Context: an optimization exercise on an open-source flow, tuned for small area, a short achievable clock period and few clock cycles per item. The choices shown serve that exercise and are no tape-out recipe. RTL that was checked went through simulation tests only; none was proved equivalent to the original. Function not checked in runs 2 to 7: the RTL went through the layout flow alone. Power figures rest on the tool's default switching activity, not on a simulated workload.

<file path="flow/design.v">
`timescale 1ns/1ps
package cam_cfg_pkg;
  parameter int KEY_WIDTH = 32;
  parameter int KEYS_PER_BEAT = 16;
  parameter int BEAT_WIDTH = KEY_WIDTH * KEYS_PER_BEAT;
  parameter logic [31:0] LOAD_DONE_CODE = 32'd100;
endpackage
`timescale 1ns/1ps
package cam_op_pkg;
  typedef enum logic [2:0] {
    OP_IDLE     = 3'd0,   
    OP_LOAD_ALL = 3'd1,   
    OP_SEARCH   = 3'd2    
  } cam_opcode_e;
endpackage
`timescale 1ns/1ps
import cam_cfg_pkg::*;
import cam_op_pkg::*;
module cam_loader #(
  parameter int CAM_SIZE = 64   
) (
  input  logic                                             aclk,
  input  logic                                             areset,
  input  cam_op_pkg::cam_opcode_e                          opcode,
  input  logic                                             s_tvalid,
  output logic                                             load_fire,
  output logic                                             search_fire,
  output logic                                             load_done,
  output logic [CAM_SIZE/cam_cfg_pkg::KEYS_PER_BEAT-1:0]   block_we,
  output logic [CAM_SIZE/cam_cfg_pkg::KEYS_PER_BEAT-1:0]   block_valid
);
  localparam int NUM_BLOCKS  = CAM_SIZE / KEYS_PER_BEAT;   
  localparam int BLOCK_WIDTH = $clog2(NUM_BLOCKS);
  logic [BLOCK_WIDTH-1:0] write_block;
  assign load_fire   = s_tvalid && (opcode == OP_LOAD_ALL);
  assign search_fire = s_tvalid && (opcode == OP_SEARCH);
  assign load_done = load_fire && (write_block == BLOCK_WIDTH'(NUM_BLOCKS - 1));
  for (genvar b = 0; b < NUM_BLOCKS; b++) begin : gen_we
    assign block_we[b] = load_fire && (write_block == BLOCK_WIDTH'(b));
  end
  always_ff @(posedge aclk) begin
    if (areset) begin
      write_block <= '0;
    end else if (load_fire) begin
      write_block <= write_block + 1'b1;
    end
  end
  always_ff @(posedge aclk) begin
    if (areset) begin
      block_valid <= '0;
    end else begin
      block_valid <= block_valid | block_we;
    end
  end
endmodule
`timescale 1ns/1ps
import cam_cfg_pkg::*;
module cam_cell (
  input  logic                              aclk,
  input  logic                              write_en,
  input  logic [cam_cfg_pkg::KEY_WIDTH-1:0] write_key,
  input  logic [cam_cfg_pkg::KEY_WIDTH-1:0] search_key,
  output logic                              equal
);
  logic [KEY_WIDTH-1:0] entry;   
  always_ff @(posedge aclk) begin
    if (write_en) begin
      entry <= write_key;
    end
  end
  assign equal = (entry == search_key);
endmodule
`timescale 1ns/1ps
import cam_cfg_pkg::*;
module cam_match_encoder #(
  parameter int CAM_SIZE = 64    
) (
  input  logic [CAM_SIZE-1:0]          match,
  output logic [$clog2(CAM_SIZE):0]    result
);
  localparam int W = $clog2(CAM_SIZE);
  logic [CAM_SIZE-1:0] any [W+1];
  logic [W-1:0]        idx [W+1][CAM_SIZE];
  always_comb begin
    for (int l = 0; l <= W; l++) begin
      for (int n = 0; n < CAM_SIZE; n++) begin
        idx[l][n] = '0;
      end
      any[l] = '0;
    end
    for (int n = 0; n < CAM_SIZE; n++) begin
      any[0][n] = match[n];
    end
    for (int l = 1; l <= W; l++) begin
      for (int n = 0; n < (CAM_SIZE >> l); n++) begin
        any[l][n] = any[l-1][2*n] | any[l-1][2*n+1];
        idx[l][n] = any[l-1][2*n] ? idx[l-1][2*n] : idx[l-1][2*n+1];
        idx[l][n][l-1] = ~any[l-1][2*n];
      end
    end
    result = any[W][0] ? {1'b0, idx[W][0]} : '1;
  end
endmodule
`timescale 1ns/1ps
import cam_cfg_pkg::*;
module cam_top #(
  parameter int CAM_SIZE = 64    
) (
  input  logic                               aclk,
  input  logic                               areset,
  input  logic [2:0]                         opcode,
  input  logic                               s_tvalid,
  input  logic [cam_cfg_pkg::BEAT_WIDTH-1:0] s_tdata,
  output logic                               update_all_end,
  output logic                               m_tvalid,
  output logic [cam_cfg_pkg::KEY_WIDTH-1:0]  m_tdata
);
  localparam int NUM_BLOCKS   = CAM_SIZE / KEYS_PER_BEAT;
  localparam int RESULT_WIDTH = $clog2(CAM_SIZE) + 1;
  logic                    load_fire;
  logic                    search_fire;
  logic                    load_done;
  logic [NUM_BLOCKS-1:0]   block_we;
  logic [NUM_BLOCKS-1:0]   block_valid;
  logic [CAM_SIZE-1:0]     equal;
  logic [CAM_SIZE-1:0]     match;
  logic [RESULT_WIDTH-1:0] result_next;
  logic [RESULT_WIDTH-1:0] result;         
  logic                    result_valid;
  cam_loader #(
    .CAM_SIZE    (CAM_SIZE)
  ) u_loader (
    .aclk        (aclk),
    .areset      (areset),
    .opcode      (cam_op_pkg::cam_opcode_e'(opcode)),
    .s_tvalid    (s_tvalid),
    .load_fire   (load_fire),
    .search_fire (search_fire),
    .load_done   (load_done),
    .block_we    (block_we),
    .block_valid (block_valid)
  );
  for (genvar i = 0; i < CAM_SIZE; i++) begin : gen_cell
    cam_cell u_cell (
      .aclk       (aclk),
      .write_en   (block_we[i / KEYS_PER_BEAT]),
      .write_key  (s_tdata[(i % KEYS_PER_BEAT)*KEY_WIDTH +: KEY_WIDTH]),
      .search_key (s_tdata[KEY_WIDTH-1:0]),
      .equal      (equal[i])
    );
    assign match[i] = equal[i] && block_valid[i / KEYS_PER_BEAT];
  end
  cam_match_encoder #(
    .CAM_SIZE (CAM_SIZE)
  ) u_encoder (
    .match    (match),
    .result   (result_next)
  );
  always_ff @(posedge aclk) begin
    if (areset) begin
      result_valid <= 1'b0;
      result       <= '0;
    end else begin
      result_valid <= search_fire;
      result       <= search_fire ? result_next : '0;
    end
  end
  assign update_all_end = load_done;
  assign m_tvalid       = load_done | result_valid;
  assign m_tdata        = load_done ? KEY_WIDTH'(LOAD_DONE_CODE) : KEY_WIDTH'(result);
endmodule
</file>
<file path="flow/config.mk">
export PLATFORM = sky130hd
export DESIGN_NAME = cam_top
export DESIGN_NICKNAME = cam_top
export VERILOG_FILES = /design/flow/design.v
export SDC_FILE = /design/flow/constraint.sdc
export NUM_CORES = 4
export LEC_CHECK = 0
export CAP_MARGIN = 20
export CORE_MARGIN = 2
export CORE_UTILIZATION = 40
export SLEW_MARGIN = 20
</file>
<file path="flow/run.sh">
#!/bin/bash
# synth_recipe.tcl (not shown) runs the flow's synth.tcl, then flattens the netlist and writes it again
# the make line also repeats each setting of config.mk as NAME=value (left out here)
make -C /OpenROAD-flow-scripts/flow DESIGN_CONFIG=/design/flow/config.mk WORK_HOME=/design/flow/orfs CLKGATE_MAP_FILE= SYNTH_SCRIPT=/design/flow/synth_recipe.tcl finish
</file>
<file path="flow/constraint.sdc">
create_clock -name core_clock -period 4.0 [get_ports {aclk}]
set_input_delay 0.8000 -clock core_clock [delete_from_list [all_inputs] [get_ports {aclk}]]
set_output_delay 0.8000 -clock core_clock [all_outputs]
set_load 0.01 [all_outputs]
</file>
==> impl_metrics.json, run 1 <==
{
  "yosys.area.top_type": "edfxtp_1",
  "start_util": 0.402,
  "fin_area_mm2": 0.106,
  "drt_iter0_markers": 6854,
  "synth.avg_cell_area_um2": 16.4,
  "finalNetCount": 6807,
  "crit_slowest_cell": "clkdlybuf4s50_1",
  "p_int_uw": 36200,
  "syn_area_mm2": 0.0880,
  "drv_slew": 0,
  "final_cell_mix": "edfxtp_1, xnor2_1, xor2_1, clkdlybuf4s50_1, nand4_1",
  "gr-usage-all-layers": 0.276,
  "core_mm2": 0.219,
  "firstDrtPassIters": 5,
  "grt_overflow_total": 0,
  "fin_skew_ns": 0.0438,
  "die_area_mm2": 0.224,
  "layout_commonest_cell": "edfxtp_1",
  "fmax_mhz": 262,
  "die-height_um": 473,
  "antenna_left": 0,
  "power.density_mw_per_mm2": 444,
  "end_kind": "output pin",
  "cts_made_buffers": 214,
  "pre_cts_ws_ns": -0.357,
  "fp.dieW_um": 473,
  "timing.slew.headroom": 0.282,
  "synth_compound_area_frac": 0.00434,
  "num_rows": 172,
  "synth_cell_types": 73,
  "grt_pass1_wl_um": 424000,
  "worstPathArrival_ns": 3.02,
  "synth_area_leaders": "edfxtp_1, xnor2_1, xor2_1",
  "cts_tree": "built",
  "max_stage_delay_ns": 0.58,
  "synth.mux.area_fraction": 0.000114,
  "clk_pin_slew_ns": 0.06,
  "final.fill_count": 18592,
  "grt_max_degree": 104,
  "whs_path_depth": 1,
  "dp_hpwl_um": 225000,
  "cts_max_level": 4,
  "p_sw_uw": 10900,
  "drc": 0,
  "antenna_found_initial": 36,
  "clock_sinks": 2062,
  "cts-hold-fix-buffers": 0,
  "port_buffers": 526,
  "yosys_most_used_dff": "edfxtp_1",
  "p_seq_frac": 0.508,
  "cts_resized": 0,
  "insertion_delay_ns": 0.87,
  "finalSetupViolCount": 0,
  "synth_xor_area_frac": 0.203,
  "required_ns": 3.20,
  "postSynth.asyncResetShare": 0,
  "vdd_drop_max_mv": 0.507,
  "vias": 51711,
  "yosysTopAreaCellShare": 0.699,
  "grt_pass1_vias": 50152,
  "area_growth_pct": 20.6,
  "reg2regPathDepth": 10,
  "cp_cell_sequence": "ha_1 -> nand2_2 -> clkinvlp_4 -> clkdlybuf4s50_1",
  "rsz0062_at_grt": "false",
  "period_minus_slack_ns": 3.82,
  "power_leakage_uw": 0.0338,
  "cts.path.max_buffers": 3,
  "synth_fa_ha_area_frac": 0.000569,
  "gp_congestion": 0.914,
  "crit_fanout": 10,
  "synthSimpleGateAreaFrac": 0.0630,
  "worst_pin_slew_ns": 1.06,
  "io_pins": 552,
  "cts_setup_buffers": 0,
  "syn_inst": 5369,
  "crit_type": "reg -> out",
  "yosysWarnings": 6,
  "cap_violations": 0,
  "p_clk_frac": 0.414,
  "synth-seq-cells": 2062,
  "crit_path_start_kind": "flip-flop",
  "synth_edf_count": 2048,
  "wl_per_cell_um": 33.6,
  "swShare": 0.232,
  "p_comb_frac": 0.078,
  "drt_wl_total_um": 314000,
  "drive_above_1_share": 0.116,
  "hold_class": "in -> reg",
  "viasPerCell": 5.53,
  "placed_area_mm2": 0.0993,
  "cts-root-buf": "clkbuf_16",
  "final-hold-violation-count": 0,
  "synth_top_family_by_area": "XOR/XNOR gates",
  "yosysSeqAreaShare": 0.702,
  "fin_ws_ns": 0.182,
  "outcome": "no timing/DRC/antenna violations",
  "finalCritPeriodShare": 0.955
}
[routing by layer]
layer	up-vias	GRT usage	routed length [um]
li1	21570	-	-
met1	27042	0.387	131000
met2	2711	0.455	152000
met3	378	0.0379	24100
met4	10	0.0668	7250
met5	-	0	74
[final cells by class]
type	count	area, um^2	share of cell area
diodes	20	50.0	0.000472
clock buffers	282	5670	0.0535
clock inverters	113	1070	0.0101
inverters	19	75.1	0.000707
multi-input cells	3056	24000	0.226
flip-flops and latches	2062	61800	0.582
well taps	2871	3590	0.0338
repair buffers	932	9870	0.0930
[critical path, delay by kind of cell, from the launching register on]
family,cells,cell delay [ns]
flops,1,0.34
fa+ha+maj,1,0.33
simple gates,1,0.43
buf+inv,2,1.01
[Yosys cell counts (all sizes together), types with 6 or more instances]
cell type and n:
or3 13, and2 12, xnor2 1183, nor2b 6, edfxtp 2048, buf 250
or4 13, dfxtp 14, o21ai 10, xor2 860, nand3 99, nand2b 20
nor4 267, nand4 333, inv 18, nor2 39, a21oi 7, clkbuf 6
nor3 68, nand2 33, or3b 6, and3 9
[logic make-up (layout without fill, tap and decap cells)]
group | Yosys count | in the layout
flops | 2062 | 2062
compound gates | 51 | 51
mux | 1 | 1
buf+inv | 275 | 1346
xor+xnor | 2043 | 2043
other cells | 1 | 45
simple gates | 932 | 932
fa+ha+maj | 4 | 4
[stage by stage]
| stage | power, uW | hold WS (ns) | cells | utilization | setup TNS [ns] |
|---|---|---|---|---|---|
| floorplan | 26000 | 0.514 | 5393 | - | -8854.96 |
| global placement | 28000 | 0.538 | 8940 | 0.453 | -1.44 |
| detailed placement | 28000 | 0.573 | 8940 | 0.453 | -1.42 |
| CTS | 47300 | 0.326 | 9335 | 0.484 | 0 |
| global route | 48200 | 0.335 | 9343 | 0.484 | 0 |
| finish | 47100 | 0.376 | 9355 | 0.484 | 0 |
[registers in the layout, summed over array words and instances (netlist names)]
name / count
result: 7
u_loader.write_block: 2
u_loader.block_valid: 4
gen_cell.u_cell.entry: 2048
result_valid: 1
[power groups by stage]
stage / clock, uW / sequential (uW) / combinational [uW]
after detailed placement: 0 / 24400 / 3640
after CTS: 19700 / 23900 / 3660
after floorplan: 0 / 24400 / 1610
after global placement: 0 / 24400 / 3630
after global routing: 20500 / 23900 / 3800
final: 19500 / 23900 / 3680
[path summary, 6_finish.rpt]
kind                           startpoint                            to  slack, ns
max               u_loader.write_block[0]                update_all_end       0.18
min                            s_tdata[6]  gen_cell[16].u_cell.entry[6]       0.38
max reg2reg  gen_cell[25].u_cell.entry[6]                     result[0]       0.54
min reg2reg       u_loader.write_block[1]       u_loader.write_block[1]       0.58
Testbench counts, summed over its fixed seeds: cycles 2,880, searches 2,048.
==> inputs of run 2 (changes only) <==
--- a/flow/design.v
+++ b/flow/design.v
@@ -30,19 +30,16 @@
   output logic [CAM_SIZE/cam_cfg_pkg::KEYS_PER_BEAT-1:0]   block_valid
 );
   localparam int NUM_BLOCKS  = CAM_SIZE / KEYS_PER_BEAT;   
-  localparam int BLOCK_WIDTH = $clog2(NUM_BLOCKS);
-  logic [BLOCK_WIDTH-1:0] write_block;
+  logic [NUM_BLOCKS-1:0] write_block;   
   assign load_fire   = s_tvalid && (opcode == OP_LOAD_ALL);
   assign search_fire = s_tvalid && (opcode == OP_SEARCH);
-  assign load_done = load_fire && (write_block == BLOCK_WIDTH'(NUM_BLOCKS - 1));
-  for (genvar b = 0; b < NUM_BLOCKS; b++) begin : gen_we
-    assign block_we[b] = load_fire && (write_block == BLOCK_WIDTH'(b));
-  end
+  assign load_done = load_fire && write_block[NUM_BLOCKS-1];
+  assign block_we  = load_fire ? write_block : '0;
   always_ff @(posedge aclk) begin
     if (areset) begin
-      write_block <= '0;
+      write_block <= NUM_BLOCKS'(1);
     end else if (load_fire) begin
-      write_block <= write_block + 1'b1;
+      write_block <= {write_block[NUM_BLOCKS-2:0], write_block[NUM_BLOCKS-1]};
     end
   end
   always_ff @(posedge aclk) begin
@@ -167,5 +164,5 @@
   end
   assign update_all_end = load_done;
   assign m_tvalid       = load_done | result_valid;
-  assign m_tdata        = load_done ? KEY_WIDTH'(LOAD_DONE_CODE) : KEY_WIDTH'(result);
+  assign m_tdata        = (load_done ? KEY_WIDTH'(LOAD_DONE_CODE) : '0) | KEY_WIDTH'(result);
 endmodule
--- a/flow/config.mk
+++ b/flow/config.mk
@@ -7,5 +7,7 @@
 export LEC_CHECK = 0
 export CAP_MARGIN = 20
 export CORE_MARGIN = 2
-export CORE_UTILIZATION = 40
+export CORE_UTILIZATION = 65
+export SETUP_SLACK_MARGIN = 2.0
 export SLEW_MARGIN = 20
+export TNS_END_PERCENT = 100
==> impl_metrics.json, run 2 <==
{
  "cp_cell_sequence": "buf_6 -> buf_12 -> buf_12 -> xor2_1 -> nor4_2 -> nand4_1 -> or3_4 -> nand2_1 -> nor3_4 -> o31a_1 -> a311oi_2 -> a2111oi_4 -> nor2_1",
  "drt_iter0_markers": 7581,
  "crit_slowest_cell": "or3_4",
  "synth_cell_types": 57,
  "cts.path.max_buffers": 3,
  "crit_path_start_kind": "input pin",
  "postSynth.asyncResetShare": 0,
  "die-height_um": 371,
  "end_kind": "flip-flop",
  "tns_ns": 0,
  "yosys-top-cells-count": "edfxtp_1, xor2_1, xnor2_1",
  "finalCritPeriodShare": 0.753,
  "synth_edf_count": 2048,
  "fp.dieW_um": 371,
  "worst_pin_slew_ns": 0.749,
  "synth.avg_cell_area_um2": 16.6,
  "vias": 51443,
  "crit_fanout": 15,
  "final_cell_mix": "edfxtp_1, xor2_1, xnor2_1, clkdlybuf4s50_1, buf_4",
  "crit_type": "in -> reg",
  "drv_slew": 0,
  "start_util": 0.656,
  "cp.buffers_inverters": 3,
  "wl_per_cell_um": 33.1,
  "rsz0062_at_grt": "true",
  "worstPathArrival_ns": 3.74,
  "drive_above_1_share": 0.146,
  "gr-usage-all-layers": 0.392,
  "insertion_delay_ns": 0.82,
  "clk_pin_slew_ns": 0.07,
  "finalNetCount": 6777,
  "yosys.area.top_type": "edfxtp_1",
  "grt_pass1_vias": 50740,
  "final-hold-violation-count": 0,
  "gp_congestion": 0.921,
  "drt_wl_total_um": 271000,
  "power_leakage_uw": 0.0350,
  "synth_area_leaders": "edfxtp_1, xor2_1, xnor2_1",
  "post-synth-top-count-cell": "edfxtp_1",
  "crit_path_frequent_cell": "buf_12",
  "yosysTopAreaCellShare": 0.701,
  "outcome": "no timing/DRC/antenna violations",
  "grt_max_degree": 113,
  "cts-root-buf": "clkbuf_16",
  "vdd_drop_max_mv": 0.438,
  "yosysSeqAreaShare": 0.704,
  "cts_max_level": 4,
  "place_inst": 7735,
  "reg.largest.list": "gen_cell.u_cell.entry: 2048 flops, result: 7 flops",
  "core_mm2": 0.134,
  "largest_reg_flops": 2048,
  "grt_overflow_total": 0,
  "cp_top_family": "simple AND/OR/NAND/NOR gates",
  "yosysWarnings": 6,
  "synth-seq-cells": 2064,
  "viasPerCell": 6.27,
  "finalSetupViolCount": 0,
  "die_area_mm2": 0.138,
  "io_pins": 552,
  "yosys_most_used_dff": "edfxtp_1",
  "layout_commonest_cell": "edfxtp_1",
  "port_buffers": 526,
  "required_ns": 4.73,
  "firstDrtPassIters": 5,
  "dp_hpwl_um": 182000,
  "cap_violations": 0,
  "hold_class": "reg -> reg",
  "fmax_mhz": 332,
  "num_rows": 134,
  "regMostFlops": "gen_cell.u_cell.entry",
  "cts_made_buffers": 201,
  "antenna_found_initial": 34,
  "fin_skew_ns": 0.0342,
  "max_stage_delay_ns": 0.51,
  "syn_area_mm2": 0.0878,
  "syn_inst": 5297,
  "timing.slew.headroom": 0.501,
  "grt_pass1_wl_um": 374000,
  "cts-hold-fix-buffers": 0,
  "antenna_left": 0,
  "clock_sinks": 2064,
  "drc": 0,
  "period_minus_slack_ns": 3.01,
  "finalNonFillerCells": 8204,
  "power.density_mw_per_mm2": 433,
  "cts_tree": "built",
  "area_growth_pct": 21.1
}
[run 2: changes by cell type after synthesis, moves of 39 or more]
cell     change
xnor2_1    -181
buf_6       +41
nand4_1     -69
xor2_1     +183
buf_4       -39
[run 2: kinds of logic after synthesis]
| kind of cell | Yosys count | share of synthesized area |
|---|---|---|
| flops | 2064 | 0.704 |
| simple gates | 846 | 0.0566 |
| mux | 2 | 0.000242 |
| buf+inv | 277 | 0.0295 |
| other cells | 1 | 0.0000427 |
| compound gates | 62 | 0.00493 |
| xor+xnor | 2045 | 0.204 |
[run 2: where the power goes]
part / switching (uW) / total (uW) / internal (uW) / leakage (uW)
Clock: 8040 / 18500 / 10500 / 0.00311
Sequential: 53.1 / 23900 / 23900 / 0.0186
Combinational: 2100 / 3570 / 1470 / 0.0133
Total: 10200 / 46100 / 35900 / 0.0350
[run 2: path summary, 6_finish.rpt]
path                                 from                       to  slack [ns]  cells past startpoint
max reg2reg  gen_cell[10].u_cell.entry[5]                result[1]        1.06                     10
min               u_loader.write_block[0]  u_loader.write_block[0]        0.48                      2
min reg2reg       u_loader.write_block[0]  u_loader.write_block[0]        0.48                      2
max                           s_tdata[18]                result[1]        0.99                     13
[run 2: metrics by stage]
step	hold slack, ns	utilization	power (uW)	instance area, um^2	setup slack (ns)
after floorplan	0.429	-	26000	87900	-5.21
after global placement	0.450	0.728	27700	97400	-0.261
after detailed placement	0.455	0.728	27700	97400	-0.332
after CTS	0.469	0.788	46000	105000	1.10
after global routing	0.472	0.794	47000	106000	0.984
final	0.482	0.795	46100	106000	0.988
[run 2: routing by layer]
metal	global-route usage	vias to the layer above	wire, um	part of all wire
met2	0.629	3484	130000	0.48
li1	-	21304	-	-
met5	0	-	291	0.0011
met3	0.0814	641	30800	0.11
met4	0.148	42	11800	0.044
met1	0.533	25972	99000	0.36
[run 2: tightest hold or removal path, cell delays in order (launching register included)]
cell     delay [ns]
dfxtp_1        0.34
a21oi_1        0.06
nand2_1        0.06
[run 2: area by class of cell]
cell class,count,area [um^2]
clock buffer,244,5360
clock inverter,121,1000
timing repair buffer,995,11500
fill,7436,27500
sequential,2064,61800
inverter,17,75.1
multi-input combinational,2980,24300
tap,1768,2210
antenna,15,37.5
[run 2: repair_timing]
item | in CTS | in global routing
pin swaps | 32 | 27
endpoints found under the setup margin | 1871 | 627
cloned | 10 | 13
resized for setup | 217 | 67
setup buffers | 42 | 24
==> inputs of run 3 (changes only) <==
--- a/flow/config.mk
+++ b/flow/config.mk
@@ -7,7 +7,7 @@
 export LEC_CHECK = 0
 export CAP_MARGIN = 20
 export CORE_MARGIN = 2
-export CORE_UTILIZATION = 65
+export CORE_UTILIZATION = 40
 export SETUP_SLACK_MARGIN = 2.0
 export SLEW_MARGIN = 20
 export TNS_END_PERCENT = 100
==> impl_metrics.json, run 3 <==
{
  "hold_class": "in -> reg",
  "final_cell_mix": "edfxtp_1, xor2_1, xnor2_1, clkdlybuf4s50_1, buf_4",
  "reg2regPathDepth": 11,
  "r2r_slack_ns": 1.09,
  "wl_per_cell_um": 32.0,
  "crit_path_frequent_cell": "buf_4",
  "worst_pin_slew_ns": 0.760,
  "fin_area_mm2": 0.108,
  "end_kind": "flip-flop",
  "met3_usage": 0.0375,
  "met1_usage": 0.353,
  "fp.dieW_um": 472,
  "cts-root-buf": "clkbuf_16",
  "grt_max_degree": 128,
  "final.fill_count": 18175,
  "place_inst": 8868,
  "syn_inst": 5297,
  "crit_slowest_cell": "or3_4",
  "grt_pass1_vias": 49742,
  "cp_cell_sequence": "buf_6 -> buf_12 -> buf_4 -> xor2_1 -> nor4_1 -> nand4_1 -> or3_4 -> o41ai_2 -> buf_4 -> nor3_4 -> o31a_1 -> a311oi_2 -> a2111oi_4 -> nor2_1",
  "post-synth-top-count-cell": "edfxtp_1",
  "insertion_delay_ns": 0.85,
  "viasPerCell": 5.41,
  "antenna_found_initial": 47,
  "global_route.peak_usage_layer": "met2",
  "finalCritPeriodShare": 0.747,
  "dp_hpwl_um": 208000,
  "yosys-top-cells-count": "edfxtp_1, xor2_1, xnor2_1",
  "reg.largest.list": "gen_cell.u_cell.entry: 2048 flops, result: 7 flops",
  "yosys.area.top_type": "edfxtp_1",
  "start_util": 0.403,
  "grt_pass1_wl_um": 404000,
  "hold_end": "gen_cell[32].u_cell.entry[5]",
  "postSynth.asyncResetShare": 0,
  "yosysSeqAreaShare": 0.704,
  "crit_fanout": 13,
  "grt_overflow_total": 0,
  "synth.avg_cell_area_um2": 16.6,
  "cp.buffers_inverters": 4,
  "regMostFlops": "gen_cell.u_cell.entry",
  "crit_path_start_kind": "input pin",
  "drt_wl_total_um": 300000,
  "synth_area_leaders": "edfxtp_1, xor2_1, xnor2_1",
  "gr-usage-all-layers": 0.261,
  "clock_sinks": 2064,
  "finalNonFillerCells": 9357,
  "firstDrtPassIters": 6,
  "cts-hold-fix-buffers": 0,
  "cts_tree": "built",
  "drt_iter0_markers": 5491,
  "synth_edf_count": 2048,
  "yosysTopAreaCellShare": 0.701,
  "gp_congestion": 0.910,
  "reg2reg_from": "gen_cell[14].u_cell.entry[31]",
  "crit_type": "in -> reg",
  "cp_top_family": "simple AND/OR/NAND/NOR gates",
  "finalSetupViolCount": 0,
  "tns_ns": 0,
  "drv_slew": 0,
  "rr_endpoint": "result[1]",
  "drive_above_1_share": 0.156,
  "required_ns": 4.78,
  "max_stage_delay_ns": 0.46,
  "cp-startpoint": "s_tdata[11]",
  "totalPowerFinal_uw": 46900,
  "power_leakage_uw": 0.0353,
  "worstPathArrival_ns": 3.77,
  "cts_made_buffers": 213,
  "synth_cell_types": 57,
  "num_rows": 171,
  "rsz0062_at_grt": "true",
  "placed_area_mm2": 0.0990,
  "fmax_mhz": 335,
  "layout_commonest_cell": "edfxtp_1",
  "syn_area_mm2": 0.0878,
  "die-height_um": 472,
  "cts.path.max_buffers": 3,
  "antenna_left": 0,
  "outcome": "no timing/DRC/antenna violations",
  "power.density_mw_per_mm2": 433,
  "largest_reg_flops": 2048,
  "min_from": "s_tdata[5]",
  "vias": 50617,
  "port_buffers": 526,
  "final-hold-violation-count": 0,
  "grtUsageMet2": 0.433,
  "fin_skew_ns": 0.0424,
  "yosysWarnings": 6,
  "final_core_util": 0.498,
  "timing.slew.headroom": 0.489,
  "vdd_drop_max_mv": 0.492,
  "core_mm2": 0.218,
  "yosys_most_used_dff": "edfxtp_1",
  "drc": 0,
  "cts_max_level": 4,
  "clk_pin_slew_ns": 0.06,
  "area_growth_pct": 23.4,
  "synth-seq-cells": 2064,
  "cap_violations": 0,
  "period_minus_slack_ns": 2.99,
  "io_pins": 552,
  "die_area_mm2": 0.223,
  "finalNetCount": 6837,
  "whs_path_depth": 1
}
-- run 3: how the worst max path moves through the flow --
stage                                        end  slack (ns)  cells past startpoint
finish                                 result[1]        1.01                     14
global route                           result[1]        0.95                     15
CTS                                    result[1]        1.05                     11
detailed placement                     result[0]       -0.36                     14
global placement                       result[1]       -0.72                     14
floorplan           gen_cell[48].u_cell.entry[0]       -5.21                      4
-- run 3: cells by family after synthesis --
family / share of synthesized area
flops: 0.704
xor+xnor: 0.204
simple gates: 0.0566
buf+inv: 0.0295
compound gates: 0.00493
mux: 0.000242
other cells: 0.0000427
-- run 3: what timing repair did --
item                        CTS  global route
pin swaps                    51            18
hold endpoints to repair      0             0
gates cloned                  9             9
setup endpoints to repair  1978           382
setup buffers                25            47
gates resized for setup     242            92
-- run 3: per-layer routing --
layer,part of all wire,wire length [um]
met4,0.034,10300
met3,0.071,21400
met2,0.49,146000
met5,0.00043,129
met1,0.41,122000
-- run 3: cell type report --
type | instances | area (um^2) | share of cell area
timing repair buffer | 1043 | 11600 | 0.108
sequential | 2064 | 61800 | 0.571
inverter | 17 | 70.1 | 0.000647
clock buffer | 270 | 5620 | 0.0519
tap | 2854 | 3570 | 0.0330
clock inverter | 109 | 977 | 0.00902
antenna | 20 | 50.0 | 0.000462
multi-input combinational | 2980 | 24500 | 0.226
-- run 3: stage by stage --
stage / setup slack [ns] / hold WS [ns]
floorplan: -5.21 / 0.429
global route: 0.951 / 0.250
detailed placement: -0.360 / 0.479
CTS: 1.05 / 0.276
finish: 1.01 / 0.282
global placement: -0.720 / 0.451
-- run 3: power by group --
| group | total [uW] | internal (uW) | switching (uW) |
|---|---|---|---|
| registers | 23900 | 23900 | 49.4 |
| clock network | 19200 | 10700 | 8510 |
| logic | 3720 | 1520 | 2200 |
==> inputs of run 4 (changes only) <==
--- a/flow/design.v
+++ b/flow/design.v
@@ -75,11 +75,12 @@
   input  logic [CAM_SIZE-1:0]          match,
   output logic [$clog2(CAM_SIZE):0]    result
 );
-  localparam int W = $clog2(CAM_SIZE);
-  logic [CAM_SIZE-1:0] any [W+1];
-  logic [W-1:0]        idx [W+1][CAM_SIZE];
+  localparam int W      = $clog2(CAM_SIZE);
+  localparam int LEVELS = W / 2;
+  logic [CAM_SIZE-1:0] any [LEVELS+1];
+  logic [W-1:0]        idx [LEVELS+1][CAM_SIZE];
   always_comb begin
-    for (int l = 0; l <= W; l++) begin
+    for (int l = 0; l <= LEVELS; l++) begin
       for (int n = 0; n < CAM_SIZE; n++) begin
         idx[l][n] = '0;
       end
@@ -88,14 +89,25 @@
     for (int n = 0; n < CAM_SIZE; n++) begin
       any[0][n] = match[n];
     end
-    for (int l = 1; l <= W; l++) begin
-      for (int n = 0; n < (CAM_SIZE >> l); n++) begin
-        any[l][n] = any[l-1][2*n] | any[l-1][2*n+1];
-        idx[l][n] = any[l-1][2*n] ? idx[l-1][2*n] : idx[l-1][2*n+1];
-        idx[l][n][l-1] = ~any[l-1][2*n];
+    for (int l = 1; l <= LEVELS; l++) begin
+      for (int n = 0; n < (CAM_SIZE >> (2*l)); n++) begin
+        any[l][n] = |any[l-1][4*n +: 4];
+        if (any[l-1][4*n]) begin
+          idx[l][n] = idx[l-1][4*n];
+          idx[l][n][2*l-1 -: 2] = 2'd0;
+        end else if (any[l-1][4*n+1]) begin
+          idx[l][n] = idx[l-1][4*n+1];
+          idx[l][n][2*l-1 -: 2] = 2'd1;
+        end else if (any[l-1][4*n+2]) begin
+          idx[l][n] = idx[l-1][4*n+2];
+          idx[l][n][2*l-1 -: 2] = 2'd2;
+        end else begin
+          idx[l][n] = idx[l-1][4*n+3];
+          idx[l][n][2*l-1 -: 2] = 2'd3;
+        end
       end
     end
-    result = any[W][0] ? {1'b0, idx[W][0]} : '1;
+    result = any[LEVELS][0] ? {1'b0, idx[LEVELS][0]} : '1;
   end
 endmodule
 `timescale 1ns/1ps
--- a/flow/config.mk
+++ b/flow/config.mk
@@ -5,9 +5,11 @@
 export SDC_FILE = /design/flow/constraint.sdc
 export NUM_CORES = 4
 export LEC_CHECK = 0
+export ABC_CLOCK_PERIOD_IN_PS = 1800
 export CAP_MARGIN = 20
 export CORE_MARGIN = 2
-export CORE_UTILIZATION = 40
+export CORE_UTILIZATION = 55
+export CTS_CLUSTER_SIZE = 30
 export SETUP_SLACK_MARGIN = 2.0
 export SLEW_MARGIN = 20
 export TNS_END_PERCENT = 100
==> impl_metrics.json, run 4 <==
{
  "outcome": "no timing/DRC/antenna violations",
  "p_sw_uw": 11400,
  "r2r_slack_ns": 0.89,
  "drt_iter0_markers": 9674,
  "drv_slew": 0,
  "insertion_delay_ns": 0.88,
  "tns_ns": 0,
  "antenna_found_initial": 30,
  "worst_pin_slew_ns": 0.762,
  "required_ns": 4.75,
  "grt_pass1_vias": 59579,
  "final_cell_mix": "edfxtp_1, xor2_1, xnor2_1, buf_4, clkdlybuf4s50_1",
  "crit_cells": 14,
  "die-height_um": 412,
  "crit_type": "in -> reg",
  "synth_cell_types": 70,
  "cp_top_family": "simple AND/OR/NAND/NOR gates",
  "global_route.peak_usage_layer": "met2",
  "yosys.area.top_type": "edfxtp_1",
  "synth-seq-cells": 2064,
  "syn_inst": 5965,
  "core_mm2": 0.165,
  "fmax_mhz": 311,
  "yosysSeqAreaShare": 0.675,
  "worstPathArrival_ns": 3.97,
  "power_leakage_uw": 0.0384,
  "antenna_left": 0,
  "cp_cell_sequence": "buf_8 -> buf_16 -> buf_4 -> buf_6 -> xor2_1 -> nor4_1 -> nand4_1 -> or4_4 -> o211ai_1 -> a31o_2 -> a311o_1 -> o2111ai_2 -> nand3b_1 -> o21ai_2",
  "drc": 0,
  "reg2regPathDepth": 10,
  "synth_area_leaders": "edfxtp_1, xnor2_1, xor2_1",
  "final-hold-violation-count": 0,
  "reg2reg_from": "gen_cell[47].u_cell.entry[0]",
  "start_util": 0.554,
  "p_seq_frac": 0.496,
  "drive_above_1_share": 0.198,
  "cts.path.max_buffers": 3,
  "fin_skew_ns": 0.0289,
  "totalPowerFinal_uw": 48300,
  "worst_hold_slack_ns": 0.319,
  "layout_commonest_cell": "edfxtp_1",
  "cts_max_level": 4,
  "fin_area_mm2": 0.115,
  "reg.largest.list": "gen_cell.u_cell.entry: 2048 flops, result: 7 flops",
  "met1_usage": 0.551,
  "p_int_uw": 36800,
  "finalSetupViolCount": 0,
  "synth_edf_count": 2048,
  "timing.slew.headroom": 0.487,
  "yosys_most_used_dff": "edfxtp_1",
  "clock_sinks": 2064,
  "dp_hpwl_um": 258000,
  "finalCritPeriodShare": 0.804,
  "cp.buffers_inverters": 4,
  "swShare": 0.236,
  "cap_violations": 0,
  "yosys-top-cells-count": "edfxtp_1, xnor2_1, xor2_1",
  "synth.avg_cell_area_um2": 15.3,
  "gr-usage-all-layers": 0.411,
  "fp.dieW_um": 412,
  "multiInputGateArea_mm2": 0.0284,
  "finalNetCount": 8002,
  "port_buffers": 526,
  "vdd_drop_max_mv": 0.483,
  "crit_slowest_cell": "or4_4",
  "area_growth_pct": 26.1,
  "syn_area_mm2": 0.0915,
  "largest_reg_flops": 2048,
  "rsz0062_at_grt": "true",
  "power.density_mw_per_mm2": 418,
  "firstDrtPassIters": 8,
  "regMostFlops": "gen_cell.u_cell.entry",
  "hold_class": "in -> reg",
  "cts_tree": "built",
  "io_pins": 552,
  "viasPerCell": 6.30,
  "vias": 62155,
  "period_minus_slack_ns": 3.21,
  "postSynth.asyncResetShare": 0,
  "rr_endpoint": "result[0]",
  "yosysWarnings": 6,
  "die_area_mm2": 0.170,
  "clk_pin_slew_ns": 0.06,
  "gp_congestion": 1.04,
  "p_comb_frac": 0.097,
  "yosysTopAreaCellShare": 0.672,
  "cts-root-buf": "clkbuf_16",
  "num_rows": 149,
  "final.fill_count": 11401,
  "grt_pass1_wl_um": 477000,
  "crit_fanout": 9,
  "grt_overflow_total": 0,
  "drt_wl_total_um": 353000,
  "grtUsageMet2": 0.634,
  "cts_made_buffers": 212,
  "met3_usage": 0.0923,
  "placed_area_mm2": 0.107,
  "end_kind": "flip-flop",
  "wl_per_cell_um": 35.8,
  "p_clk_frac": 0.407,
  "regArea_mm2": 0.0618,
  "post-synth-top-count-cell": "edfxtp_1",
  "max_stage_delay_ns": 0.66,
  "cp-startpoint": "s_tdata[5]",
  "crit_path_start_kind": "input pin",
  "crit_end": "result[0]",
  "grt_max_degree": 99
}
## run 4: cell count changes after synthesis, sizes merged, moves of 11 or more
cell	change
nand4b	+49
inv	+11
nor4b	+38
nand2b	+20
or4	+33
nor4	+155
nor2	+42
xnor2	+23
nand4	+147
or2	+11
xor2	-25
nand2	+92
## run 4: how the worst min path moves through the flow
| stage | depth (start not counted) | to | slack (ns) | from |
|---|---|---|---|---|
| 2_1_floorplan | 2 | u_loader.write_block[0] | 0.43 | u_loader.write_block[0] |
| 3_3_place_gp | 2 | u_loader.write_block[0] | 0.45 | u_loader.write_block[0] |
| 3_5_place_dp | 2 | u_loader.write_block[0] | 0.47 | u_loader.write_block[0] |
| 4_1_cts | 3 | result_valid | 0.28 | opcode[0] |
| 5_1_grt | 3 | result_valid | 0.33 | opcode[0] |
| 6_report | 3 | result_valid | 0.32 | opcode[0] |
## run 4: cells by family after synthesis
kind of cell | count (synthesis) | share of synthesized area
buffers and inverters | 296 | 0.0243
AND/OR/NAND/NOR | 1473 | 0.0974
flip-flops | 2064 | 0.675
other | 1 | 0.0000410
AO/OA/AOI/OAI | 88 | 0.00686
XOR/XNOR | 2043 | 0.196
## run 4: what timing repair did
action	4_1_cts	5_1_grt
gates cloned	3	3
gates resized for setup	237	40
pin swaps	40	13
buffers inserted	57	14
hold buffers	0	0
endpoints found under the setup margin	2003	622
## run 4: area by class of cell
class | instances | area share
diodes | 16 | 0.000347
clock buffers | 260 | 0.0487
clock inverters | 129 | 0.00976
inverters | 28 | 0.000943
multi-input cells | 3629 | 0.246
flip-flops and latches | 2064 | 0.536
well taps | 2189 | 0.0237
repair buffers | 1549 | 0.134
## run 4: per-stage QoR
stage / utilization / worst slack (ns) / cells
floorplan: - / -5.21 / 5989
global placement: 0.645 / -0.722 / 9382
detailed placement: 0.645 / -0.687 / 9382
CTS: 0.696 / 0.980 / 9831
global route: 0.698 / 0.776 / 9859
finish: 0.698 / 0.785 / 9864
## run 4: power groups by stage
| stage | Clock [uW] | Combinational [uW] | Sequential, uW |
|---|---|---|---|
| floorplan | 0 | 1780 | 24400 |
| global route | 20500 | 4750 | 23900 |
| finish | 19600 | 4670 | 24000 |
| global placement | 0 | 4380 | 24400 |
| detailed placement | 0 | 4380 | 24400 |
| CTS | 19700 | 4540 | 24000 |
## run 4: worst min-delay path, stage by stage
cell,delay (ns)
buf_2,0.09
nor4b_2,0.04
buf_4,0.18
## run 4: routing by layer
| metal | part of all wire | vias to the layer above |
|---|---|---|
| met1 | 0.37 | 31344 |
| li1 | - | 25431 |
| met5 | 0.00025 | - |
| met4 | 0.062 | 14 |
| met3 | 0.12 | 927 |
| met2 | 0.45 | 4439 |
==> inputs of run 5 (changes only) <==
--- a/flow/config.mk
+++ b/flow/config.mk
@@ -5,7 +5,6 @@
 export SDC_FILE = /design/flow/constraint.sdc
 export NUM_CORES = 4
 export LEC_CHECK = 0
-export ABC_CLOCK_PERIOD_IN_PS = 1800
 export CAP_MARGIN = 20
 export CORE_MARGIN = 2
 export CORE_UTILIZATION = 55
==> impl_metrics.json, run 5 <==
{
  "yosys-top-cells-count": "edfxtp_1, xnor2_1, xor2_1",
  "yosys.area.top_type": "edfxtp_1",
  "drt_iter0_markers": 9674,
  "fin_ws_ns": 0.785,
  "drive_above_1_share": 0.198,
  "vdd_drop_max_mv": 0.483,
  "cts.path.max_buffers": 3,
  "drv_slew": 0,
  "crit_path_start_kind": "input pin",
  "synth.avg_cell_area_um2": 15.3,
  "syn_inst": 5965,
  "place_inst": 9382,
  "crit_type": "in -> reg",
  "cap_violations": 0,
  "final_cell_mix": "edfxtp_1, xor2_1, xnor2_1, buf_4, clkdlybuf4s50_1",
  "yosys_most_used_dff": "edfxtp_1",
  "finalNonFillerCells": 9864,
  "insertion_delay_ns": 0.88,
  "fp.dieW_um": 412,
  "cts_tree": "built",
  "synth_cell_types": 70,
  "crit_fanout": 9,
  "firstDrtPassIters": 8,
  "crit_slowest_cell": "or4_4",
  "synth-seq-cells": 2064,
  "layout_commonest_cell": "edfxtp_1",
  "yosysWarnings": 6,
  "gp_congestion": 1.04,
  "max_stage_delay_ns": 0.66,
  "antenna_found_initial": 30,
  "cts_max_level": 4,
  "finalNetCount": 8002,
  "fin_area_mm2": 0.115,
  "reg2regPathDepth": 10,
  "gr-usage-all-layers": 0.411,
  "area_growth_pct": 26.1,
  "synth_area_leaders": "edfxtp_1, xnor2_1, xor2_1",
  "postSynth.asyncResetShare": 0,
  "finalCritPeriodShare": 0.804,
  "final_core_util": 0.698,
  "num_rows": 149,
  "drt_wl_total_um": 353000,
  "core_mm2": 0.165,
  "die-height_um": 412,
  "worstPathArrival_ns": 3.97,
  "grt_overflow_total": 0,
  "period_minus_slack_ns": 3.21,
  "required_ns": 4.75,
  "viasPerCell": 6.30,
  "largest_reg_flops": 2048,
  "pre_cts_ws_ns": -0.687,
  "end_kind": "flip-flop",
  "hold_class": "in -> reg",
  "grt_pass1_vias": 59579,
  "placed_area_mm2": 0.107,
  "cp_cell_sequence": "buf_8 -> buf_16 -> buf_4 -> buf_6 -> xor2_1 -> nor4_1 -> nand4_1 -> or4_4 -> o211ai_1 -> a31o_2 -> a311o_1 -> o2111ai_2 -> nand3b_1 -> o21ai_2",
  "fmax_mhz": 311,
  "regMostFlops": "gen_cell.u_cell.entry",
  "dp_hpwl_um": 258000,
  "grt_pass1_wl_um": 477000,
  "power.density_mw_per_mm2": 418,
  "io_pins": 552,
  "outcome": "no timing/DRC/antenna violations",
  "grt_max_degree": 99,
  "timing.slew.headroom": 0.487,
  "die_area_mm2": 0.170,
  "power_leakage_uw": 0.0384,
  "antenna_left": 0,
  "clock_sinks": 2064,
  "fin_skew_ns": 0.0289,
  "wl_per_cell_um": 35.8,
  "cts-root-buf": "clkbuf_16",
  "rsz0062_at_grt": "true",
  "vias": 62155,
  "yosysTopAreaCellShare": 0.672,
  "final-hold-violation-count": 0,
  "start_util": 0.554,
  "reg.largest.list": "gen_cell.u_cell.entry: 2048 flops, result: 7 flops",
  "cts_made_buffers": 212,
  "finalSetupViolCount": 0,
  "yosysSeqAreaShare": 0.675,
  "post-synth-top-count-cell": "edfxtp_1",
  "clk_pin_slew_ns": 0.06,
  "syn_area_mm2": 0.0915,
  "port_buffers": 526,
  "worst_pin_slew_ns": 0.762,
  "synth_edf_count": 2048,
  "totalPowerFinal_uw": 48300,
  "drc": 0,
  "whs_path_depth": 3
}
-- run 5: cell counts after synthesis --
No cell type changed its count.
-- run 5: repair_timing --
item | 4_1_cts | 5_1_grt
resized for setup | 237 | 40
buffers inserted | 57 | 14
hold buffers | 0 | 0
gates cloned | 3 | 3
pin swaps | 40 | 13
setup endpoints to repair | 2003 | 622
-- run 5: cell type report --
type / instances / area (um^2)
Sequential cell: 2064 / 61800
Fill cell: 11401 / 49800
Clock buffer: 260 / 5620
Inverter: 28 / 109
Multi-Input combinational cell: 3629 / 28400
Clock inverter: 129 / 1130
Timing Repair Buffer: 1549 / 15500
Antenna cell: 16 / 40.0
Tap cell: 2189 / 2740
-- run 5: cells by family (layout without fill, tap and decap cells) --
logic type             Yosys count  in the layout  synth area share
flip-flops                    2064           2064             0.675
XOR/XNOR                      2043           2043             0.196
AND/OR/NAND/NOR               1473           1473            0.0974
buffers and inverters          296           1966            0.0243
AO/OA/AOI/OAI                   88             88           0.00686
other                            1             41         0.0000410
-- run 5: path summary, 6_finish.rpt --
path | start | endpoint | slack (ns)
hold reg to reg | u_loader.write_block[1] | u_loader.write_block[1] | 0.49
setup reg to reg | gen_cell[47].u_cell.entry[0] | result[0] | 0.89
setup / recovery | s_tdata[5] | result[0] | 0.79
hold / removal | opcode[0] | result_valid | 0.32
-- run 5: per-layer routing --
metal	routed length [um]	track usage
met5	89	0
met4	21900	0.209
met3	41200	0.0923
met2	160000	0.634
met1	130000	0.551
-- run 5: worst max-delay path: cells and delay by family --
family / cells / cell delay, ns
simple gates: 4 / 1.33
compound gates: 5 / 0.95
buf+inv: 4 / 0.64
xor+xnor: 1 / 0.21
-- run 5: through the flow --
step | hold slack [ns] | TNS [ns]
2_1_floorplan | 0.429 | -8745.60
3_3_place_gp | 0.450 | -1.82
3_5_place_dp | 0.474 | -1.56
4_1_cts | 0.283 | 0
5_1_grt | 0.325 | 0
6_report | 0.319 | 0
-- run 5: report_power, final --
group	switching (uW)	leakage, uW	internal, uW
logic	2770	0.0165	1900
clock network	8590	0.00330	11000
registers	55.5	0.0186	23900
==> inputs of run 6 (changes only) <==
--- a/flow/design.v
+++ b/flow/design.v
@@ -133,6 +133,8 @@
   logic [NUM_BLOCKS-1:0]   block_valid;
   logic [CAM_SIZE-1:0]     equal;
   logic [CAM_SIZE-1:0]     match;
+  logic [CAM_SIZE-1:0]     match_q;        
+  logic                    match_valid;
   logic [RESULT_WIDTH-1:0] result_next;
   logic [RESULT_WIDTH-1:0] result;         
   logic                    result_valid;
@@ -159,10 +161,20 @@
     );
     assign match[i] = equal[i] && block_valid[i / KEYS_PER_BEAT];
   end
+  always_ff @(posedge aclk) begin
+    if (areset) begin
+      match_valid <= 1'b0;
+    end else begin
+      match_valid <= search_fire;
+    end
+  end
+  always_ff @(posedge aclk) begin
+    match_q <= match;
+  end
   cam_match_encoder #(
     .CAM_SIZE (CAM_SIZE)
   ) u_encoder (
-    .match    (match),
+    .match    (match_q),
     .result   (result_next)
   );
   always_ff @(posedge aclk) begin
@@ -170,8 +182,8 @@
       result_valid <= 1'b0;
       result       <= '0;
     end else begin
-      result_valid <= search_fire;
-      result       <= search_fire ? result_next : '0;
+      result_valid <= match_valid;
+      result       <= match_valid ? result_next : '0;
     end
   end
   assign update_all_end = load_done;
--- a/flow/config.mk
+++ b/flow/config.mk
@@ -8,7 +8,6 @@
 export CAP_MARGIN = 20
 export CORE_MARGIN = 2
 export CORE_UTILIZATION = 55
-export CTS_CLUSTER_SIZE = 30
-export SETUP_SLACK_MARGIN = 2.0
+export SETUP_SLACK_MARGIN = 1.9
 export SLEW_MARGIN = 20
 export TNS_END_PERCENT = 100
==> impl_metrics.json, run 6 <==
{
  "fmax_mhz": 374,
  "crit_slowest_cell": "nor4bb_4",
  "grtUsageMet2": 0.529,
  "crit_path_frequent_cell": "buf_6",
  "area_growth_pct": 21.7,
  "finalNonFillerCells": 8437,
  "finalCritPeriodShare": 0.668,
  "drc": 0,
  "yosysTopAreaCellShare": 0.703,
  "clock_sinks": 2129,
  "drv_slew": 0,
  "gr-usage-all-layers": 0.338,
  "yosys-top-cells-count": "edfxtp_1, xnor2_1, nand4_1",
  "start_util": 0.553,
  "postSynth.asyncResetShare": 0,
  "regMostFlops": "gen_cell.u_cell.entry",
  "grt_max_degree": 95,
  "wl_per_cell_um": 32.8,
  "cts.path.max_buffers": 3,
  "num_rows": 146,
  "dp_hpwl_um": 188000,
  "fin_skew_ns": 0.0272,
  "grt_overflow_total": 0,
  "cts_tree": "built",
  "place_inst": 7972,
  "hold_class": "in -> reg",
  "syn_area_mm2": 0.0874,
  "yosys_most_used_dff": "edfxtp_1",
  "die_area_mm2": 0.162,
  "firstDrtPassIters": 5,
  "synth.avg_cell_area_um2": 16.5,
  "synth_area_leaders": "edfxtp_1, xnor2_1, xor2_1",
  "cp_top_family": "buffers and inverters",
  "clk_pin_slew_ns": 0.06,
  "synth-seq-cells": 2129,
  "crit_cells": 7,
  "rsz0062_at_grt": "true",
  "layout_commonest_cell": "edfxtp_1",
  "final_cell_mix": "edfxtp_1, xnor2_1, clkdlybuf4s50_1, nand4_1, xor2_1",
  "yosysSeqAreaShare": 0.722,
  "global_route.peak_usage_layer": "met2",
  "power.density_mw_per_mm2": 456,
  "final-hold-violation-count": 0,
  "met1_usage": 0.500,
  "yosysWarnings": 6,
  "reg2regPathDepth": 6,
  "cap_violations": 0,
  "cp_cell_sequence": "buf_6 -> nor4bb_4 -> nand2_2 -> buf_6 -> clkinvlp_4 -> buf_12 -> buf_6",
  "finalNetCount": 6690,
  "grt_pass1_wl_um": 379000,
  "port_buffers": 526,
  "grt_pass1_vias": 48311,
  "end_kind": "output pin",
  "worstPathArrival_ns": 1.87,
  "required_ns": 3.20,
  "drt_wl_total_um": 277000,
  "fp.dieW_um": 403,
  "yosys.area.top_type": "edfxtp_1",
  "viasPerCell": 5.94,
  "syn_inst": 5304,
  "io_pins": 552,
  "worst_hold_slack_ns": 0.273,
  "cts_max_level": 4,
  "die-height_um": 403,
  "crit_fanout": 3,
  "synth_cell_types": 47,
  "gp_congestion": 0.878,
  "reg.largest.list": "gen_cell.u_cell.entry: 2048 flops, match_q: 64 flops, result: 7 flops",
  "pre_cts_ws_ns": 0.264,
  "largest_reg_flops": 2048,
  "met3_usage": 0.0550,
  "synth_edf_count": 2048,
  "worst_pin_slew_ns": 0.819,
  "outcome": "no timing/DRC/antenna violations",
  "drt_iter0_markers": 6669,
  "timing.slew.headroom": 0.454,
  "cts-root-buf": "clkbuf_16",
  "vias": 50110,
  "cp.buffers_inverters": 5,
  "core_mm2": 0.158,
  "crit_type": "in -> out",
  "post-synth-top-count-cell": "edfxtp_1",
  "insertion_delay_ns": 0.84,
  "finalSetupViolCount": 0,
  "whs_path_depth": 2,
  "vdd_drop_max_mv": 0.438,
  "crit_path_start_kind": "input pin",
  "antenna_found_initial": 21,
  "fin_ws_ns": 1.33,
  "cts_made_buffers": 216,
  "antenna_left": 0,
  "period_minus_slack_ns": 2.67,
  "power_leakage_uw": 0.0330,
  "drive_above_1_share": 0.128,
  "max_stage_delay_ns": 0.37,
  "totalPowerFinal_uw": 48600,
  "final.fill_count": 11035
}
## run 6: cell types whose count changed after synthesis, sizes merged, moves of 36 or more
cell    change
xnor2     +692
nand3      -42
nor3       -69
buf        -97
nor4b      -37
clkbuf     +92
dfxtp      +65
nand4b     -50
nor4      -215
xor2      -690
nand2     -111
nor2       -36
## run 6: area by class of cell
type,count,area [um^2],share of cell area
sequential,2129,63200,0.594
inverter,16,63.8,0.000600
multi-input combinational,2920,23700,0.223
antenna,6,15.0,0.000141
clock inverter,103,1100,0.0103
timing repair buffer,889,9680,0.0909
tap,2072,2590,0.0244
clock buffer,302,6050,0.0568
## run 6: cells by family after synthesis
kind of cell           after synthesis  share of synthesized area
AO/OA/AOI/OAI                       56                    0.00408
XOR/XNOR                          2045                      0.205
buffers and inverters              279                     0.0138
flip-flops                        2129                      0.722
other                                1                  0.0000429
AND/OR/NAND/NOR                    794                     0.0551
## run 6: worst reg2reg max path, stage by stage (launching register included)
cell      delay, ns
dfxtp_1        0.46
or4_4          0.49
or3_4          0.41
nor4b_4        0.20
or4b_4         0.50
a21boi_4       0.16
o32ai_2        0.15
## run 6: worst paths after layout
check                                          endpoint                     from  slack [ns]
worst max-delay path                     update_all_end                opcode[1]        1.33
worst min-delay path                        match_valid                 s_tvalid        0.27
worst max register to register                result[1]              match_q[59]        1.55
worst min register to register  u_loader.write_block[0]  u_loader.write_block[0]        0.48
## run 6: metal layers
layer | share of wire | vias up
li1 | - | 21211
met1 | 0.42 | 25731
met2 | 0.47 | 2803
met3 | 0.097 | 345
met4 | 0.022 | 20
met5 | 0.00046 | -
## run 6: repair_timing
action / 4_1_cts / 5_1_grt
buffers inserted: 18 / 30
cloned: 1 / 5
pin swaps: 10 / 14
hold buffers: 0 / 0
gates resized for setup: 175 / 75
endpoints found under the setup margin: 1599 / 267
## run 6: power by group
part           total [uW]  switching (uW)  leakage [uW]  internal [uW]
Clock               20400            8450       0.00349          11900
Combinational        3590            2110        0.0104           1480
Sequential          24600            47.8        0.0191          24500
Total               48600           10600        0.0330          37900
## run 6: stage by stage
stage	TNS [ns]	cell area, um^2	utilization
detailed placement	0	97700	0.617
finish	0	106000	0.673
global route	0	106000	0.673
CTS	0	106000	0.668
global placement	0	97700	0.617
floorplan	-8761.72	87500	-
==> inputs of run 7 (changes only) <==
--- a/flow/config.mk
+++ b/flow/config.mk
@@ -8,6 +8,4 @@
 export CAP_MARGIN = 20
 export CORE_MARGIN = 2
 export CORE_UTILIZATION = 55
-export SETUP_SLACK_MARGIN = 1.9
 export SLEW_MARGIN = 20
-export TNS_END_PERCENT = 100
==> impl_metrics.json, run 7 <==
{
  "reg.largest.list": "gen_cell.u_cell.entry: 2048 flops, match_q: 64 flops, result: 7 flops",
  "vias": 49546,
  "yosysTopAreaCellShare": 0.703,
  "power_leakage_uw": 0.0323,
  "power.density_mw_per_mm2": 462,
  "antenna_found_initial": 25,
  "required_ns": 3.20,
  "cp-startpoint": "s_tvalid",
  "cts_setup_buffers": 0,
  "antenna_left": 0,
  "area_growth_pct": 19.9,
  "finalNetCount": 6636,
  "grt_pass1_wl_um": 376000,
  "clock_sinks": 2129,
  "yosysSeqAreaShare": 0.722,
  "cts-root-buf": "clkbuf_16",
  "gr-usage-all-layers": 0.336,
  "finalCritPeriodShare": 0.936,
  "cts-hold-fix-buffers": 0,
  "layout_commonest_cell": "edfxtp_1",
  "final-hold-violation-count": 0,
  "clk_pin_slew_ns": 0.06,
  "end_kind": "output pin",
  "synth.avg_cell_area_um2": 16.5,
  "fmax_mhz": 267,
  "crit_end": "update_all_end",
  "drc": 0,
  "drt_iter0_markers": 6729,
  "dp_hpwl_um": 188000,
  "period_minus_slack_ns": 3.74,
  "cts_tree": "built",
  "totalPowerFinal_uw": 48400,
  "yosys-top-cells-count": "edfxtp_1, xnor2_1, nand4_1",
  "start_util": 0.553,
  "rsz0062_at_grt": "false",
  "synth_area_leaders": "edfxtp_1, xnor2_1, xor2_1",
  "firstDrtPassIters": 6,
  "worstPathArrival_ns": 2.94,
  "die-height_um": 403,
  "worst_pin_slew_ns": 1.19,
  "vdd_drop_max_mv": 0.436,
  "grt_max_degree": 95,
  "insertion_delay_ns": 0.84,
  "viasPerCell": 5.91,
  "fin_skew_ns": 0.0257,
  "crit_type": "in -> out",
  "r2r_slack_ns": 1.20,
  "drive_above_1_share": 0.106,
  "num_rows": 146,
  "yosys.area.top_type": "edfxtp_1",
  "timing.slew.headroom": 0.198,
  "whs_path_depth": 1,
  "cts_made_buffers": 216,
  "reg2reg_from": "match_q[45]",
  "cts_resized": 0,
  "regMostFlops": "gen_cell.u_cell.entry",
  "yosys_most_used_dff": "edfxtp_1",
  "gp_congestion": 0.878,
  "io_pins": 552,
  "cap_violations": 0,
  "yosysWarnings": 6,
  "cts.path.max_buffers": 3,
  "wl_per_cell_um": 32.5,
  "final_cell_mix": "edfxtp_1, xnor2_1, clkdlybuf4s50_1, nand4_1, xor2_1",
  "syn_area_mm2": 0.0874,
  "cts_max_level": 4,
  "fp.dieW_um": 403,
  "core_mm2": 0.158,
  "crit_fanout": 5,
  "grt_pass1_vias": 47973,
  "synth_cell_types": 47,
  "synth_edf_count": 2048,
  "synth-seq-cells": 2129,
  "die_area_mm2": 0.162,
  "reg2regPathDepth": 6,
  "fin_area_mm2": 0.105,
  "post-synth-top-count-cell": "edfxtp_1",
  "finalSetupViolCount": 0,
  "placed_area_mm2": 0.0977,
  "crit_path_start_kind": "input pin",
  "grt_overflow_total": 0,
  "postSynth.asyncResetShare": 0,
  "drv_slew": 0,
  "rr_endpoint": "result[1]",
  "port_buffers": 526,
  "outcome": "no timing/DRC/antenna violations",
  "drt_wl_total_um": 272000,
  "largest_reg_flops": 2048,
  "syn_inst": 5304,
  "hold_class": "in -> reg"
}
[run 7: layout make-up]
class | count | area [um^2]
Inverter | 16 | 63.8
Clock inverter | 103 | 1100
Antenna cell | 3 | 7.51
Clock buffer | 302 | 6050
Multi-Input combinational cell | 2920 | 23200
Fill cell | 11182 | 53400
Sequential cell | 2129 | 63100
Tap cell | 2072 | 2590
Timing Repair Buffer | 835 | 8660
[run 7: worst min path at each step]
stage                       startpoint                             to
2_1_floorplan  u_loader.write_block[0]        u_loader.write_block[0]
3_3_place_gp   u_loader.write_block[2]        u_loader.write_block[2]
3_5_place_dp   u_loader.write_block[0]        u_loader.write_block[0]
4_1_cts                    s_tdata[12]  gen_cell[48].u_cell.entry[12]
5_1_grt                    s_tdata[12]  gen_cell[48].u_cell.entry[12]
6_report                   s_tdata[12]  gen_cell[16].u_cell.entry[12]
[run 7: critical path, stage by stage]
cell,delay (ns)
clkdlybuf4s50_1,0.47
nor4bb_4,0.47
nand2_2,0.19
clkinvlp_4,0.35
clkdlybuf4s50_1,0.62
[run 7: cells by family after synthesis]
group           after synthesis  share of synthesized area
simple gates                794                     0.0551
buf+inv                     279                     0.0138
other cells                   1                  0.0000429
xor+xnor                   2045                      0.205
compound gates               56                    0.00408
flops                      2129                      0.722
[run 7: where the power goes]
part | internal [uW] | switching (uW) | leakage [uW]
clock | 11900 | 8440 | 0.00349
combinational | 1390 | 2070 | 0.00972
sequential | 24500 | 47.6 | 0.0191
[run 7: through the flow]
step,setup slack (ns),std cells,util,hold slack [ns],setup TNS (ns)
after floorplan,-5.21,5328,-,0.429,-8761.72
after global placement,0.258,7972,0.617,0.467,0
after detailed placement,0.264,7972,0.617,0.464,0
after CTS,0.262,8377,0.663,0.325,0
after global routing,0.213,8378,0.663,0.350,0
final,0.257,8380,0.663,0.392,0
[run 7: per-layer routing]
layer	vias to the layer above	share of wire	GRT usage
li1	21093	-	-
met1	25413	0.42	0.498
met2	2719	0.46	0.525
met3	301	0.098	0.0564
met4	20	0.023	0.0787
met5	-	0.00045	0

==> port drivers added, routing unchanged <==
In the flow no input, the clock included, has a driving cell. The finished layouts below were timed again as built, in two steps.
Step 1 sets driving cells, clkbuf_16 on the clock port and buf_2 on the other inputs (assumed; they add their load-dependent delay and slew).
Step 2 moves the port delays by t, midway between the first and last clock arrival at a register: inputs arrive t later, outputs are due t later. That takes back most of the time a late clock gives input paths.
a / b / c = ideal / step 1 / step 2; a / b = the first two.
run | shift t [ns] | setup WS [ns] | hold slack, ns
run 1 | 0.944 | 0.182 / 0.091 / -0.482 | 0.376 / 0.318 / 0.582
run 2 | 0.887 | 0.988 / 1.023 / 0.136 | 0.482 / 0.448 / 0.482
run 3 | 0.929 | 1.011 / 1.053 / 0.123 | 0.282 / 0.257 / 0.500
run 4 | 0.947 | 0.785 / 0.835 / -0.112 | 0.319 / 0.262 / 0.493
run 5 | 0.947 | 0.785 / 0.835 / -0.112 | 0.319 / 0.262 / 0.493
run 6 | 0.921 | 1.327 / 1.292 / 0.877 | 0.273 / 0.206 / 0.479
run 7 | 0.914 | 0.257 / 0.230 / 0.132 | 0.392 / 0.340 / 0.480
With both steps, setup timing fails in run 1, run 4 and run 5, where it was met with ideal ports.
